From an optimization exercise on the open Yosys and OpenROAD flow, aimed at small area and a short achievable clock period; shortcuts taken in it are not production practice. In this exercise RTL edits were held to simulation tests only and were not proved equivalent to the original. Power and IR drop assume default switching activity.

==> inputs of branch lagoon <==
==> flow/design.v <==
package regfile_pkg;
  typedef enum logic [1:0] {
    PC_INC   = 2'd0,
    PC_DP    = 2'd1,
    PC_START = 2'd2,
    PC_HOLD  = 2'd3
  } pc_sel_e;
  function automatic int f_aw(input int nregs);
    f_aw = (nregs > 2) ? $clog2(nregs) : 1;
  endfunction
endpackage
module regfile_scoreboard #(
  parameter int NREGS   = 16,
  parameter int AW      = 4,
  parameter bit ZERO_R0 = 1'b1
) (
  input  logic             clk,
  input  logic             rst,
  input  logic             sb_set,
  input  logic [AW-1:0]    sb_addr,
  input  logic             clr_en,
  input  logic [AW-1:0]    clr_addr,
  output logic [NREGS-1:0] busy
);
  logic [NREGS-1:0] busy_d;
  always_comb begin
    for (int r = 0; r < NREGS; r++) begin
      busy_d[r] = (sb_set && (sb_addr == AW'(r))) ||
                  (busy[r] && !(clr_en && (clr_addr == AW'(r))));
      if (ZERO_R0 && (r == 0)) busy_d[r] = 1'b0;
    end
  end
  always_ff @(posedge clk or posedge rst) begin
    if (rst) busy <= '0;
    else     busy <= busy_d;
  end
endmodule
module regfile_mp #(
  parameter int DATA_W   = 32,
  parameter int NREGS    = 16,
  parameter int NWR      = 3,
  parameter int NRD      = 5,
  parameter int PC_W     = 11,
  parameter bit ZERO_R0  = 1'b1,
  parameter bit BYPASS   = 1'b1,
  parameter bit PC_ALIAS = 1'b1,
  localparam int AW      = regfile_pkg::f_aw(NREGS)
) (
  input  logic                  clk,
  input  logic                  rst,
  input  logic [NWR-1:0]        w_en,
  input  logic [NWR*AW-1:0]     w_addr,
  input  logic [NWR*DATA_W-1:0] w_data,
  input  logic [NRD*AW-1:0]     rd_addr,
  output logic [NRD*DATA_W-1:0] rd_data,
  output logic [NRD-1:0]        rd_busy,
  input  logic                  sb_set,
  input  logic [AW-1:0]         sb_addr,
  output logic [NREGS-1:0]      busy,
  input  logic                  load_pc,
  input  logic [1:0]            sel_pc,
  input  logic [PC_W-1:0]       start_pc,
  input  logic [PC_W-1:0]       dp_pc,
  output logic [PC_W-1:0]       pc_out
);
  localparam int NST = NREGS - 2;    
  localparam int PCR = NREGS - 1;    
  logic [DATA_W-1:0] regs [1:NST];
  logic [DATA_W-1:0] nxt  [1:NST];
  logic [NWR-1:0]    wsel [1:NST];
  logic [NST:1]      hold;
  logic              vld;
  logic [PC_W-1:0]   pc_q;
  logic [PC_W-1:0]   pc_d;
  logic [3:0] npl [NWR];
  logic [3:0] nph [NWR];
  logic       nvld;
  for (genvar p = 0; p < NWR; p++) begin : g_pd
    logic [AW-1:0] a, na;
    assign a = w_addr[p*AW +: AW];
    for (genvar b = 0; b < AW; b++) begin : g_inv
      regfile_inv u_i (.a(a[b]), .y(na[b]));
    end
    for (genvar k = 0; k < 4; k++) begin : g_k
      regfile_nand3 u_l (.a(w_en[p]), .b(k[1] ? a[1] : na[1]), .c(k[0] ? a[0] : na[0]),
                         .y(npl[p][k]));
      regfile_nand2 u_h (.a(k[1] ? a[3] : na[3]), .b(k[0] ? a[2] : na[2]), .y(nph[p][k]));
    end
  end
  assign nvld = !vld;
  for (genvar r = 1; r <= NST; r++) begin : g_dec
    logic hit0, hit1, hit2;
    regfile_nor2 u_h0 (.a(npl[0][r%4]), .b(nph[0][r/4]), .y(hit0));
    regfile_nor2 u_h1 (.a(npl[1][r%4]), .b(nph[1][r/4]), .y(hit1));
    regfile_nor2 u_h2 (.a(npl[2][r%4]), .b(nph[2][r/4]), .y(hit2));
    regfile_nor2 u_e2 (.a(npl[2][r%4]), .b(nph[2][r/4]), .y(wsel[r][2]));
    regfile_nor3 u_e1 (.a(npl[1][r%4]), .b(nph[1][r/4]), .c(hit2), .y(wsel[r][1]));
    regfile_nor4 u_e0 (.a(npl[0][r%4]), .b(nph[0][r/4]), .c(hit1), .d(hit2), .y(wsel[r][0]));
    regfile_nor4 u_hd (.a(nvld), .b(hit0), .c(hit1), .d(hit2), .y(hold[r]));
  end
  for (genvar r = 1; r <= NST; r++) begin : g_wr
    for (genvar j = 0; j < DATA_W; j++) begin : g_b
      logic wn, hn;
      regfile_aoi22 u_w (
        .s0(wsel[r][0]), .d0(w_data[0*DATA_W + j]),
        .s1(wsel[r][1]), .d1(w_data[1*DATA_W + j]),
        .y(wn));
      regfile_aoi22 u_h (
        .s0(wsel[r][2]), .d0(w_data[2*DATA_W + j]),
        .s1(hold[r]),    .d1(regs[r][j]),
        .y(hn));
      regfile_nand2 u_n (.a(wn), .b(hn), .y(nxt[r][j]));
    end
  end
  always_ff @(posedge clk) begin
    for (int r = 1; r <= NST; r++) regs[r] <= nxt[r];
  end
  always_ff @(posedge clk or posedge rst) begin
    if (rst) vld <= 1'b0;
    else     vld <= 1'b1;
  end
  for (genvar i = 0; i < NRD; i++) begin : g_rd
    logic [NREGS-1:0] s;
    logic [AW-1:0]    ra;
    assign ra = rd_addr[i*AW +: AW];
    logic [3:0] rpl, rph;
    logic [AW-1:0] nra;
    for (genvar b = 0; b < AW; b++) begin : g_inv
      regfile_inv u_i (.a(ra[b]), .y(nra[b]));
    end
    for (genvar k = 0; k < 4; k++) begin : g_pd
      regfile_nand2 u_l (.a(k[1] ? ra[1] : nra[1]), .b(k[0] ? ra[0] : nra[0]), .y(rpl[k]));
      regfile_nand2 u_h (.a(k[1] ? ra[3] : nra[3]), .b(k[0] ? ra[2] : nra[2]), .y(rph[k]));
    end
    for (genvar r = 0; r < NREGS; r++) begin : g_s
      regfile_nor2 u_s (.a(rpl[r%4]), .b(rph[r/4]), .y(s[r]));
    end
    assign rd_busy[i] = |(s & busy);
    for (genvar j = 0; j < DATA_W; j++) begin : g_b
      logic [6:0] x;
      logic y0, y1;
      for (genvar g = 0; g < 7; g++) begin : g_t
        regfile_aoi22 u_t (.s0(s[2*g+1]), .d0(nxt[2*g+1][j]), .s1(s[2*g+2]), .d1(nxt[2*g+2][j]),
                           .y(x[g]));
      end
      regfile_nand4 u_n0 (.a(x[0]), .b(x[1]), .c(x[2]), .d(x[3]), .y(y0));
      if (j < PC_W) begin : g_pc
        regfile_ao21 u_p (.a1(s[PCR]), .a2(pc_q[j]), .b(y0), .y(y1));
      end else begin : g_nopc
        assign y1 = y0;
      end
      regfile_nand4b u_o (.a_n(y1), .b(x[4]), .c(x[5]), .d(x[6]), .y(rd_data[i*DATA_W + j]));
    end
  end
  regfile_scoreboard #(
    .NREGS   (NREGS),
    .AW      (AW),
    .ZERO_R0 (ZERO_R0)
  ) u_sb (
    .clk      (clk),
    .rst      (rst),
    .sb_set   (sb_set),
    .sb_addr  (sb_addr),
    .clr_en   (w_en[NWR-1]),
    .clr_addr (w_addr[(NWR-1)*AW +: AW]),
    .busy     (busy)
  );
  always_comb begin
    pc_d = pc_q;
    if (load_pc) begin
      case (sel_pc)
        regfile_pkg::PC_INC:   pc_d = pc_q + PC_W'(1);
        regfile_pkg::PC_DP:    pc_d = dp_pc;
        regfile_pkg::PC_START: pc_d = start_pc;
        regfile_pkg::PC_HOLD:  pc_d = pc_q;
        default:  pc_d = pc_q;
      endcase
    end
  end
  always_ff @(posedge clk or posedge rst) begin
    if (rst) pc_q <= '0;
    else     pc_q <= pc_d;
  end
  assign pc_out = pc_q;
endmodule
module regfile_aoi22 (
  input  logic s0, s1, d0, d1,
  output logic y
);
  assign y = ~((s0 & d0) | (s1 & d1));
endmodule
module regfile_ao21 (
  input  logic a1, a2, b,
  output logic y
);
  assign y = (a1 & a2) | b;
endmodule
module regfile_nand4b (
  input  logic a_n, b, c, d,
  output logic y
);
  assign y = ~(~a_n & b & c & d);
endmodule
module regfile_nand4 (
  input  logic a, b, c, d,
  output logic y
);
  assign y = ~(a & b & c & d);
endmodule
module regfile_inv (
  input  logic a,
  output logic y
);
  assign y = ~a;
endmodule
module regfile_nand3 (
  input  logic a, b, c,
  output logic y
);
  assign y = ~(a & b & c);
endmodule
module regfile_nand2 (
  input  logic a, b,
  output logic y
);
  assign y = ~(a & b);
endmodule
module regfile_nor2 (
  input  logic a, b,
  output logic y
);
  assign y = ~(a | b);
endmodule
module regfile_nor3 (
  input  logic a, b, c,
  output logic y
);
  assign y = ~(a | b | c);
endmodule
module regfile_nor4 (
  input  logic a, b, c, d,
  output logic y
);
  assign y = ~(a | b | c | d);
endmodule
==> flow/flow/run.sh <==
#!/bin/bash
# Layout flow: the standard ORFS flow (standard.sh, all steps), with
#  - flow/downsize.tcl run at the start of floorplan (single-strength
#    a22oi cells where synthesis picked the double-strength ones);
#  - port buffers of sky130_fd_sc_hd__buf_1 (every input and output port
#    still gets its own buffer; timing repair resizes them as needed)
#    instead of the default pick, a delay cell;
#  - a clock tree of clkbuf_8 cells in clusters of at most 12 sinks within
#    100 um, without dummy loads.
# make's output goes to standard.log; each ORFS step writes its own log
# under orfs/logs/.
set -euo pipefail
export PRE_FLOORPLAN_TCL="$PWD/flow/downsize.tcl"
export BUFFER_PORTS_ARGS="-buffer_cell sky130_fd_sc_hd__buf_1"
export CTS_ARGS="-sink_clustering_enable -repair_clock_nets -buf_list {sky130_fd_sc_hd__clkbuf_8} -dont_use_dummy_load -sink_clustering_size 12 -sink_clustering_max_diameter 100"
bash standard.sh > standard.log 2>&1
==> flow/flow/downsize.tcl <==
# PRE_FLOORPLAN hook: synthesis maps the and-or-invert gate module to the
# double-strength a22oi_2; use the single-strength cell of the same
# function and pins instead (timing repair later sizes up where needed).
set n 0
set small [[ord::get_db] findMaster sky130_fd_sc_hd__a22oi_1]
foreach inst [[ord::get_db_block] getInsts] {
  if {[[$inst getMaster] getName] eq "sky130_fd_sc_hd__a22oi_2"} {
    $inst swapMaster $small
    incr n
  }
}
puts "downsize.tcl: a22oi_2 -> a22oi_1 on $n instances"
==> flow/standard.sh <==
#!/bin/bash
# synth_recipe.tcl (not shown) runs the flow's synth.tcl, then flattens the netlist and writes it again
# the make line also repeats each setting of config.mk as NAME=value (left out here)
make -C /OpenROAD-flow-scripts/flow DESIGN_CONFIG=/design/flow/config.mk WORK_HOME=/design/flow/orfs CLKGATE_MAP_FILE= SYNTH_SCRIPT=/design/flow/synth_recipe.tcl "${@:-finish}"
==> flow/config.mk <==
export PLATFORM = sky130hd
export DESIGN_NAME = regfile_mp
export DESIGN_NICKNAME = regfile_mp
export VERILOG_FILES = /design/flow/design.v
export SDC_FILE = /design/flow/constraint.sdc
export NUM_CORES = 8
export LEC_CHECK = 0
export CAP_MARGIN = 20
export CORE_MARGIN = 2
export CORE_UTILIZATION = 40
export PLACE_DENSITY = 0.55
export SETUP_SLACK_MARGIN = 4.4
export SLEW_MARGIN = 20
export SYNTH_HIERARCHICAL = 1
export SYNTH_MINIMUM_KEEP_SIZE = 0
==> flow/constraint.sdc <==
create_clock -name core_clock -period 12.0 [get_ports {clk}]
set_input_delay 2.4000 -clock core_clock [delete_from_list [all_inputs] [get_ports {clk}]]
set_output_delay 2.4000 -clock core_clock [all_outputs]
set_load 0.01 [all_outputs]
==> branch indigo: changes against branch lagoon <==
--- a/flow/design.v
+++ b/flow/design.v
@@ -139,15 +139,21 @@
     for (genvar j = 0; j < DATA_W; j++) begin : g_b
-      logic [6:0] x;
-      logic y0, y1;
-      for (genvar g = 0; g < 7; g++) begin : g_t
-        regfile_aoi22 u_t (.s0(s[2*g+1]), .d0(nxt[2*g+1][j]), .s1(s[2*g+2]), .d1(nxt[2*g+2][j]),
-                           .y(x[g]));
+      logic x0, x1, x2, x3, x4, a4;
+      regfile_aoi222 u_g0 (.s0(s[1]), .d0(nxt[1][j]), .s1(s[2]), .d1(nxt[2][j]),
+                           .s2(s[3]), .d2(nxt[3][j]), .y(x0));
+      regfile_aoi222 u_g1 (.s0(s[4]), .d0(nxt[4][j]), .s1(s[5]), .d1(nxt[5][j]),
+                           .s2(s[6]), .d2(nxt[6][j]), .y(x1));
+      regfile_aoi222 u_g2 (.s0(s[7]), .d0(nxt[7][j]), .s1(s[8]), .d1(nxt[8][j]),
+                           .s2(s[9]), .d2(nxt[9][j]), .y(x2));
+      regfile_aoi222 u_g3 (.s0(s[10]), .d0(nxt[10][j]), .s1(s[11]), .d1(nxt[11][j]),
+                           .s2(s[12]), .d2(nxt[12][j]), .y(x3));
+      if (j < PC_W) begin : g_pc
+        regfile_aoi222 u_g4 (.s0(s[13]), .d0(nxt[13][j]), .s1(s[14]), .d1(nxt[14][j]),
+                             .s2(s[PCR]), .d2(pc_q[j]), .y(x4));
+        regfile_and4 u_a (.a(x0), .b(x1), .c(x2), .d(x3), .y(a4));
+        regfile_nand2 u_o (.a(a4), .b(x4), .y(rd_data[i*DATA_W + j]));
+      end else begin : g_nopc
+        regfile_nand4 u_a (.a(x0), .b(x1), .c(x2), .d(x3), .y(a4));
+        regfile_ao221 u_o (.a1(s[13]), .a2(nxt[13][j]), .b1(s[14]), .b2(nxt[14][j]),
+                           .c(a4), .y(rd_data[i*DATA_W + j]));
       end
-      regfile_nand4 u_n0 (.a(x[0]), .b(x[1]), .c(x[2]), .d(x[3]), .y(y0));
-      if (j < PC_W) begin : g_pc
-        regfile_ao21 u_p (.a1(s[PCR]), .a2(pc_q[j]), .b(y0), .y(y1));
-      end else begin : g_nopc
-        assign y1 = y0;
-      end
-      regfile_nand4b u_o (.a_n(y1), .b(x[4]), .c(x[5]), .d(x[6]), .y(rd_data[i*DATA_W + j]));
     end
@@ -191,13 +197,19 @@
 endmodule
-module regfile_ao21 (
-  input  logic a1, a2, b,
-  output logic y
-);
-  assign y = (a1 & a2) | b;
-endmodule
-module regfile_nand4b (
-  input  logic a_n, b, c, d,
-  output logic y
-);
-  assign y = ~(~a_n & b & c & d);
+module regfile_aoi222 (
+  input  logic s0, s1, s2, d0, d1, d2,
+  output logic y
+);
+  assign y = ~((s0 & d0) | (s1 & d1) | (s2 & d2));
+endmodule
+module regfile_ao221 (
+  input  logic a1, a2, b1, b2, c,
+  output logic y
+);
+  assign y = (a1 & a2) | (b1 & b2) | c;
+endmodule
+module regfile_and4 (
+  input  logic a, b, c, d,
+  output logic y
+);
+  assign y = a & b & c & d;
 endmodule
--- a/flow/flow/run.sh
+++ b/flow/flow/run.sh
@@ -7,3 +7,3 @@
 #    instead of the default pick, a delay cell;
-#  - a clock tree of clkbuf_8 cells in clusters of at most 12 sinks within
+#  - a clock tree of clkbuf_8 cells in clusters of at most 10 sinks within
 #    100 um, without dummy loads.
@@ -14,3 +14,3 @@
 export BUFFER_PORTS_ARGS="-buffer_cell sky130_fd_sc_hd__buf_1"
-export CTS_ARGS="-sink_clustering_enable -repair_clock_nets -buf_list {sky130_fd_sc_hd__clkbuf_8} -dont_use_dummy_load -sink_clustering_size 12 -sink_clustering_max_diameter 100"
+export CTS_ARGS="-sink_clustering_enable -repair_clock_nets -buf_list {sky130_fd_sc_hd__clkbuf_8} -dont_use_dummy_load -sink_clustering_size 10 -sink_clustering_max_diameter 100"
 bash standard.sh > standard.log 2>&1
Settings changed: CELL_PAD_IN_SITES_DETAIL_PLACEMENT set to 1, CORE_UTILIZATION 40 to 35, PLACE_DENSITY 0.55 to 0.45.
==> branch fjord: changes against branch lagoon <==
--- a/flow/design.v
+++ b/flow/design.v
@@ -139,15 +139,21 @@
     for (genvar j = 0; j < DATA_W; j++) begin : g_b
-      logic [6:0] x;
-      logic y0, y1;
-      for (genvar g = 0; g < 7; g++) begin : g_t
-        regfile_aoi22 u_t (.s0(s[2*g+1]), .d0(nxt[2*g+1][j]), .s1(s[2*g+2]), .d1(nxt[2*g+2][j]),
-                           .y(x[g]));
+      logic x0, x1, x2, x3, x4, a4;
+      regfile_aoi222 u_g0 (.s0(s[1]), .d0(nxt[1][j]), .s1(s[2]), .d1(nxt[2][j]),
+                           .s2(s[3]), .d2(nxt[3][j]), .y(x0));
+      regfile_aoi222 u_g1 (.s0(s[4]), .d0(nxt[4][j]), .s1(s[5]), .d1(nxt[5][j]),
+                           .s2(s[6]), .d2(nxt[6][j]), .y(x1));
+      regfile_aoi222 u_g2 (.s0(s[7]), .d0(nxt[7][j]), .s1(s[8]), .d1(nxt[8][j]),
+                           .s2(s[9]), .d2(nxt[9][j]), .y(x2));
+      regfile_aoi222 u_g3 (.s0(s[10]), .d0(nxt[10][j]), .s1(s[11]), .d1(nxt[11][j]),
+                           .s2(s[12]), .d2(nxt[12][j]), .y(x3));
+      if (j < PC_W) begin : g_pc
+        regfile_aoi222 u_g4 (.s0(s[13]), .d0(nxt[13][j]), .s1(s[14]), .d1(nxt[14][j]),
+                             .s2(s[PCR]), .d2(pc_q[j]), .y(x4));
+        regfile_and4 u_a (.a(x0), .b(x1), .c(x2), .d(x3), .y(a4));
+        regfile_nand2 u_o (.a(a4), .b(x4), .y(rd_data[i*DATA_W + j]));
+      end else begin : g_nopc
+        regfile_nand4 u_a (.a(x0), .b(x1), .c(x2), .d(x3), .y(a4));
+        regfile_ao221 u_o (.a1(s[13]), .a2(nxt[13][j]), .b1(s[14]), .b2(nxt[14][j]),
+                           .c(a4), .y(rd_data[i*DATA_W + j]));
       end
-      regfile_nand4 u_n0 (.a(x[0]), .b(x[1]), .c(x[2]), .d(x[3]), .y(y0));
-      if (j < PC_W) begin : g_pc
-        regfile_ao21 u_p (.a1(s[PCR]), .a2(pc_q[j]), .b(y0), .y(y1));
-      end else begin : g_nopc
-        assign y1 = y0;
-      end
-      regfile_nand4b u_o (.a_n(y1), .b(x[4]), .c(x[5]), .d(x[6]), .y(rd_data[i*DATA_W + j]));
     end
@@ -191,13 +197,19 @@
 endmodule
-module regfile_ao21 (
-  input  logic a1, a2, b,
-  output logic y
-);
-  assign y = (a1 & a2) | b;
-endmodule
-module regfile_nand4b (
-  input  logic a_n, b, c, d,
-  output logic y
-);
-  assign y = ~(~a_n & b & c & d);
+module regfile_aoi222 (
+  input  logic s0, s1, s2, d0, d1, d2,
+  output logic y
+);
+  assign y = ~((s0 & d0) | (s1 & d1) | (s2 & d2));
+endmodule
+module regfile_ao221 (
+  input  logic a1, a2, b1, b2, c,
+  output logic y
+);
+  assign y = (a1 & a2) | (b1 & b2) | c;
+endmodule
+module regfile_and4 (
+  input  logic a, b, c, d,
+  output logic y
+);
+  assign y = a & b & c & d;
 endmodule
--- a/flow/flow/run.sh
+++ b/flow/flow/run.sh
@@ -7,3 +7,3 @@
 #    instead of the default pick, a delay cell;
-#  - a clock tree of clkbuf_8 cells in clusters of at most 12 sinks within
+#  - a clock tree of clkbuf_8 cells in clusters of at most 10 sinks within
 #    100 um, without dummy loads.
@@ -14,3 +14,3 @@
 export BUFFER_PORTS_ARGS="-buffer_cell sky130_fd_sc_hd__buf_1"
-export CTS_ARGS="-sink_clustering_enable -repair_clock_nets -buf_list {sky130_fd_sc_hd__clkbuf_8} -dont_use_dummy_load -sink_clustering_size 12 -sink_clustering_max_diameter 100"
+export CTS_ARGS="-sink_clustering_enable -repair_clock_nets -buf_list {sky130_fd_sc_hd__clkbuf_8} -dont_use_dummy_load -sink_clustering_size 10 -sink_clustering_max_diameter 100"
 bash standard.sh > standard.log 2>&1
Settings changed: CORE_UTILIZATION 40 to 30, PLACE_DENSITY 0.55 to 0.45.
==> branch umber: changes against branch lagoon <==
--- a/flow/design.v
+++ b/flow/design.v
@@ -139,15 +139,21 @@
     for (genvar j = 0; j < DATA_W; j++) begin : g_b
-      logic [6:0] x;
-      logic y0, y1;
-      for (genvar g = 0; g < 7; g++) begin : g_t
-        regfile_aoi22 u_t (.s0(s[2*g+1]), .d0(nxt[2*g+1][j]), .s1(s[2*g+2]), .d1(nxt[2*g+2][j]),
-                           .y(x[g]));
+      logic x0, x1, x2, x3, x4, a4;
+      regfile_aoi222 u_g0 (.s0(s[1]), .d0(nxt[1][j]), .s1(s[2]), .d1(nxt[2][j]),
+                           .s2(s[3]), .d2(nxt[3][j]), .y(x0));
+      regfile_aoi222 u_g1 (.s0(s[4]), .d0(nxt[4][j]), .s1(s[5]), .d1(nxt[5][j]),
+                           .s2(s[6]), .d2(nxt[6][j]), .y(x1));
+      regfile_aoi222 u_g2 (.s0(s[7]), .d0(nxt[7][j]), .s1(s[8]), .d1(nxt[8][j]),
+                           .s2(s[9]), .d2(nxt[9][j]), .y(x2));
+      regfile_aoi222 u_g3 (.s0(s[10]), .d0(nxt[10][j]), .s1(s[11]), .d1(nxt[11][j]),
+                           .s2(s[12]), .d2(nxt[12][j]), .y(x3));
+      if (j < PC_W) begin : g_pc
+        regfile_aoi222 u_g4 (.s0(s[13]), .d0(nxt[13][j]), .s1(s[14]), .d1(nxt[14][j]),
+                             .s2(s[PCR]), .d2(pc_q[j]), .y(x4));
+        regfile_and4 u_a (.a(x0), .b(x1), .c(x2), .d(x3), .y(a4));
+        regfile_nand2 u_o (.a(a4), .b(x4), .y(rd_data[i*DATA_W + j]));
+      end else begin : g_nopc
+        regfile_nand4 u_a (.a(x0), .b(x1), .c(x2), .d(x3), .y(a4));
+        regfile_ao221 u_o (.a1(s[13]), .a2(nxt[13][j]), .b1(s[14]), .b2(nxt[14][j]),
+                           .c(a4), .y(rd_data[i*DATA_W + j]));
       end
-      regfile_nand4 u_n0 (.a(x[0]), .b(x[1]), .c(x[2]), .d(x[3]), .y(y0));
-      if (j < PC_W) begin : g_pc
-        regfile_ao21 u_p (.a1(s[PCR]), .a2(pc_q[j]), .b(y0), .y(y1));
-      end else begin : g_nopc
-        assign y1 = y0;
-      end
-      regfile_nand4b u_o (.a_n(y1), .b(x[4]), .c(x[5]), .d(x[6]), .y(rd_data[i*DATA_W + j]));
     end
@@ -191,13 +197,19 @@
 endmodule
-module regfile_ao21 (
-  input  logic a1, a2, b,
-  output logic y
-);
-  assign y = (a1 & a2) | b;
-endmodule
-module regfile_nand4b (
-  input  logic a_n, b, c, d,
-  output logic y
-);
-  assign y = ~(~a_n & b & c & d);
+module regfile_aoi222 (
+  input  logic s0, s1, s2, d0, d1, d2,
+  output logic y
+);
+  assign y = ~((s0 & d0) | (s1 & d1) | (s2 & d2));
+endmodule
+module regfile_ao221 (
+  input  logic a1, a2, b1, b2, c,
+  output logic y
+);
+  assign y = (a1 & a2) | (b1 & b2) | c;
+endmodule
+module regfile_and4 (
+  input  logic a, b, c, d,
+  output logic y
+);
+  assign y = a & b & c & d;
 endmodule
--- a/flow/flow/run.sh
+++ b/flow/flow/run.sh
@@ -7,3 +7,3 @@
 #    instead of the default pick, a delay cell;
-#  - a clock tree of clkbuf_8 cells in clusters of at most 12 sinks within
+#  - a clock tree of clkbuf_8 cells in clusters of at most 10 sinks within
 #    100 um, without dummy loads.
@@ -14,3 +14,3 @@
 export BUFFER_PORTS_ARGS="-buffer_cell sky130_fd_sc_hd__buf_1"
-export CTS_ARGS="-sink_clustering_enable -repair_clock_nets -buf_list {sky130_fd_sc_hd__clkbuf_8} -dont_use_dummy_load -sink_clustering_size 12 -sink_clustering_max_diameter 100"
+export CTS_ARGS="-sink_clustering_enable -repair_clock_nets -buf_list {sky130_fd_sc_hd__clkbuf_8} -dont_use_dummy_load -sink_clustering_size 10 -sink_clustering_max_diameter 100"
 bash standard.sh > standard.log 2>&1
Settings changed: CELL_PAD_IN_SITES_DETAIL_PLACEMENT set to 1, CORE_UTILIZATION 40 to 30, PLACE_DENSITY 0.55 to 0.45.
==> notes <==
- The lowest worst setup slack belongs to branch indigo, the highest to branch lagoon.
- Against branch fjord, the count of clock-buffer cells in the layout of branch indigo is lower by 1.
- Against branch indigo, the global-route usage of branch umber is lower by 11 points.
- Against branch umber, the hold slack of branch lagoon is better by 0.032 ns.
- Of branch fjord and branch indigo, branch fjord has the higher cell count (gap 2.8%, measured against branch indigo).
- In sequential power, branch indigo and branch fjord hardly differ.
- Of branch indigo and branch fjord, branch fjord has the higher non-clock buffer count (gap 15).
- Core utilization, highest first: branch lagoon, branch indigo, branch umber, branch fjord.
- Between branch fjord and branch indigo, the lower critical path depth is in branch fjord (gap 4).

==> re-timing with driven ports <==
The results above use ideal ports. As a check the final layouts listed here were re-extracted and re-timed, cells and wires unchanged.
Step 1, drivers: a clkbuf_16 drives clk and a buf_2 each remaining input, both assumed.
Step 2, shift: input delay + t, output delay - t, t = (earliest + latest rising clock arrival at the registers) / 2. This alone moves slack from input paths to output paths.
Three values: no drivers, after step 1, after step 2; two values: the first two.
run	shift t [ns]	slack for setup (ns)	worst data-port slew with drivers (ns)
branch lagoon	0.782	4.351 / 4.322 / 4.322	0.07
branch indigo	0.799	4.211 / 4.188 / 4.188	0.12
branch fjord	0.820	4.224 / 4.199 / 4.199	0.19
branch umber	0.831	4.221 / 4.180 / 4.180	0.18
After both steps every run listed still meets setup and hold. For branch umber, which loses most, drivers alone change the setup slack by -0.041 ns; drivers and shift together by -0.041 ns.
